Background: an optimization exercise with open tools, aiming at small area, a short achievable clock period and few clock cycles per item. Do not read the settings as production practice. Only simulation tests tie the RTL to the original design; equivalence was not proved. Power is estimated from default activity; no workload was simulated.

== violet ==
// wqe_fetch_top
module wqe_fetch_top
#(
    parameter int MAX_QP   = 16,
    parameter int SQ_DEPTH = 4096,
    parameter int BODY     = 32          
)(
    input  logic                  clk,
    input  logic                  rst_n,
    output logic                  o_fetch_ready,
    input  logic                  i_arbit_val,
    input  logic [QPID_WIDTH-1:0] i_qp_idx,
    input  logic [MAX_QP-1:0]     i_active,
    input  logic [MAX_QP-1:0]     i_wqe_cache_alfull,
    input  logic [ADDR_WIDTH-1:0] i_sq_base,
    output logic [ADDR_WIDTH-1:0] o_axi_araddr,
    output logic                  o_axi_arvalid,
    input  logic                  i_axi_arready,
    input  logic [WQE_WIDTH-1:0]  i_axi_rdata,
    input  logic                  i_axi_rvalid,
    output logic                  o_axi_rready,
    output logic                  o_wqe_cache_wr,
    output logic [WQE_WIDTH-1:0]  o_wqe,
    input  logic [MAX_QP-1:0]     i_wqe_cache_full
);
Size: about 1400 cells after synthesis, about 410 flip-flops, ~21000 sq um of cells after synthesis.
==> flow/config.mk <==
export PLATFORM = sky130hd
export DESIGN_NAME = wqe_fetch_top
export DESIGN_NICKNAME = wqe_fetch_top
export VERILOG_FILES = /design/flow/design.v
export SDC_FILE = /design/flow/constraint.sdc
export NUM_CORES = 4
export LEC_CHECK = 0
export CAP_MARGIN = 20
export CORE_AREA = 10 10 410 410
export DIE_AREA = 0 0 420 420
export PLACE_DENSITY = 0.8
export SETUP_SLACK_MARGIN = 4.0
export SLEW_MARGIN = 20
==> flow/constraint.sdc <==
create_clock -name core_clock -period 8.0 [get_ports {clk}]
set_input_delay 1.6000 -clock core_clock [delete_from_list [all_inputs] [get_ports {clk}]]
set_output_delay 1.6000 -clock core_clock [all_outputs]
set_load 0.01 [all_outputs]
standard.sh (not shown) runs the stock make flow with config.mk's settings and CLKGATE_MAP_FILE= SYNTH_SCRIPT=/design/flow/synth_recipe.tcl, a recipe that flattens the netlist after the stock synthesis.
==> flow/flow/run.sh <==
#!/bin/bash
# Standard layout with three changes: port buffers are buf_1, constant outputs share
# tie cells through per-port buffers (flow/ties.tcl), and CTS adds no dummy loads.
set -euo pipefail
here=$(pwd)
export BUFFER_PORTS_ARGS="-buffer_cell sky130_fd_sc_hd__buf_1"
export POST_GLOBAL_PLACE_TCL=$here/flow/ties.tcl
export CTS_ARGS="-sink_clustering_enable -repair_clock_nets -dont_use_dummy_load -buf_list {sky130_fd_sc_hd__clkbuf_4 sky130_fd_sc_hd__clkbuf_8} -sink_clustering_size 10 -sink_clustering_max_diameter 50"
bash standard.sh > standard.log 2>&1
Other scripts of this flow, unchanged in this note and not shown: flow/flow/ties.tcl
Testbench counts of violet, summed over its fixed seeds: cycles 11,267, items 8,000.
Relative to violet, the following input files were edited for quartz:
-- flow/config.mk --
<<< violet, line 10
export DIE_AREA = 0 0 420 420
export PLACE_DENSITY = 0.8
export SETUP_SLACK_MARGIN = 4.0
export SLEW_MARGIN = 20
>>> quartz, line 10
export DIE_AREA = 0 0 420 420
export SETUP_SLACK_MARGIN = 3.7
export SLEW_MARGIN = 20
==> comparison <==
quartz — worst slack at placement 560 ps lower, violet as reference. When the final numbers for quartz and violet were put side by side, the fraction of area in registers turned out to be smaller in violet. Post-route clock skew: quartz vs violet down 46 ps. Met2 routing resource usage after global routing: higher on quartz. The higher synthesis-to-layout area growth of quartz and violet is in violet. In the tables for quartz and violet, final-layout clock buffer total reads higher with violet. Comparing violet with quartz, the net switching power came out essentially unchanged.
The following lists how onyx was set up differently from quartz:
==> flow/flow/run.sh <==
#!/bin/bash
# Standard layout with three changes: port buffers are buf_1, constant outputs share
# tie cells through per-port buffers (flow/ties.tcl), and CTS adds no dummy loads.
set -euo pipefail
here=$(pwd)
export BUFFER_PORTS_ARGS="-buffer_cell sky130_fd_sc_hd__buf_1"
export POST_GLOBAL_PLACE_TCL=$here/flow/ties.tcl
export CTS_ARGS="-sink_clustering_enable -repair_clock_nets -dont_use_dummy_load"
bash standard.sh > standard.log 2>&1
-- flow/config.mk --
<<< quartz, line 10
export DIE_AREA = 0 0 420 420
export SETUP_SLACK_MARGIN = 3.7
export SLEW_MARGIN = 20
>>> onyx, line 10
export DIE_AREA = 0 0 420 420
export SETUP_SLACK_MARGIN = 4.4
export SLEW_MARGIN = 20
==> comparison <==
The flow did not stop early for onyx: all stages ran, and the layout cleared the timing, DRC and antenna checks. onyx vs quartz: number of nets in the layout up by a few percent. Via count ends up higher on onyx. Against quartz, the final cell area of onyx is higher. Lower number of ordinary inverters in the final layout among onyx and quartz: quartz. Taking quartz as the reference, in onyx core utilization saw an increase; worst hold slack after final layout comparable; post-route clock skew went down 19 ps; filler cell count decreased by 197 relative to the old numbers; wire length of the first global-routing pass down about 4%. NOTE total power quartz->onyx increased by more than 10%.

== the previous run ==
wqe_fetch_top again, from the RTL that the note above started with.
clock: 8.0 ns
lec_check: 0
cap_margin: 20
core_area: 10 10 410 410
die_area: 0 0 420 420
setup_slack_margin: 3.85
slew_margin: 20
==> flow/flow/run.sh <==
#!/bin/bash
# Standard layout with three changes: port buffers are buf_1, constant outputs share
# tie cells through per-port buffers (flow/ties.tcl), and CTS adds no dummy loads.
set -euo pipefail
here=$(pwd)
export BUFFER_PORTS_ARGS="-buffer_cell sky130_fd_sc_hd__buf_1"
export POST_GLOBAL_PLACE_TCL=$here/flow/ties.tcl
export CTS_ARGS="-sink_clustering_enable -repair_clock_nets -dont_use_dummy_load -buf_list {sky130_fd_sc_hd__clkbuf_4 sky130_fd_sc_hd__clkbuf_8} -sink_clustering_size 10 -sink_clustering_max_diameter 50"
bash standard.sh > standard.log 2>&1
Other scripts of this flow, unchanged in this note and not shown: flow/flow/ties.tcl
Per the final summary, the previous run finished and its layout is clean on timing, DRC and antenna.
Testbench counts of the previous run, summed over its fixed seeds: cycles 11,267, items 8,000.
Edits applied to the flow inputs when going from the previous run to the current run:
==> flow/flow/run.sh <==
#!/bin/bash
# Standard layout with three changes: port buffers are buf_1, constant outputs share
# tie cells through per-port buffers (flow/ties.tcl), and CTS adds no dummy loads.
set -euo pipefail
here=$(pwd)
export BUFFER_PORTS_ARGS="-buffer_cell sky130_fd_sc_hd__buf_1"
export POST_GLOBAL_PLACE_TCL=$here/flow/ties.tcl
export CTS_ARGS="-sink_clustering_enable -repair_clock_nets -dont_use_dummy_load -buf_list {sky130_fd_sc_hd__clkbuf_4 sky130_fd_sc_hd__clkbuf_8}"
bash standard.sh > standard.log 2>&1
-- flow/config.mk --
<<< the previous run, line 9
export CORE_AREA = 10 10 410 410
export DIE_AREA = 0 0 420 420
export SETUP_SLACK_MARGIN = 3.85
export SLEW_MARGIN = 20
>>> the current run, line 9
export CORE_AREA = 10 10 410 410
export DIE_AREA = 0 0 420 420
export SETUP_SLACK_MARGIN = 4.0
export SLEW_MARGIN = 20
--- outcome ---
- Re final critical path time including I/O delays and setup: the current run is 0.19 ns down on the previous run.
- Critical path depth in cells, the current run and the previous run: higher on the previous run
- From the previous run to the current run the numbers moved as follows: portion of the layout cell area used by non-clock buffers lower; post-route worst setup slack higher.
- Against the previous run, the current run comes in 16 lower on count of buffers added by post-CTS timing repair for setup.
- The current run reports its worst setup path endpoint as o_axi_rready while the previous run reports ar_addr[22].
- Proportion of layout cells with a drive suffix above 1 ends up lower on the current run.
- The register share of total power in the current run sits 1.2 points below the value recorded for the previous run.
- Of the two candidates, the previous run has the better total power and the current run the worse one.
- Total placed instance area essentially unchanged between the previous run and the current run.

[what the ideal ports hide]
Ports are ideal in the flow. The routed layouts listed here were re-timed in OpenROAD.
Step 1: set_driving_cell puts a clkbuf_16 on clk and a buf_2 on each other input, an assumption about the parent block.
Step 2 adds t to the input delays and takes it off the output delays; t is the mean of the earliest and latest rising clock arrival at the registers after step 1. Input paths then give back, and output paths get back, about the clock's delay inside the block.
Slacks: ideal / step 1 / step 2; pairs: ideal / step 1.
| run | shift t [ns] | slack for setup (ns) | hold slack, ns | clock arrival spread, ns | worst register clock-pin slew, ns |
|---|---|---|---|---|---|
| violet | 0.671 | 3.845 / 3.807 / 3.585 | 0.451 / 0.451 / 0.451 | 0.107 / 0.107 | 0.08 / 0.08 |
| quartz | 0.660 | 3.765 / 3.736 / 3.263 | 0.448 / 0.448 / 0.448 | 0.060 / 0.061 | 0.08 / 0.08 |
| onyx | 0.601 | 3.952 / 3.929 / 3.929 | 0.448 / 0.448 / 0.448 | 0.042 / 0.041 | 0.06 / 0.06 |
| the previous run | 0.656 | 3.759 / 3.759 / 3.345 | 0.454 / 0.454 / 0.454 | 0.124 / 0.123 | 0.08 / 0.08 |
| the current run | 0.615 | 3.948 / 3.901 / 3.851 | 0.450 / 0.450 / 0.450 | 0.061 / 0.061 | 0.06 / 0.06 |
After both steps every run listed still meets setup and hold. For quartz, which loses most, drivers alone change the setup slack by -0.029 ns; drivers and shift together by -0.502 ns.
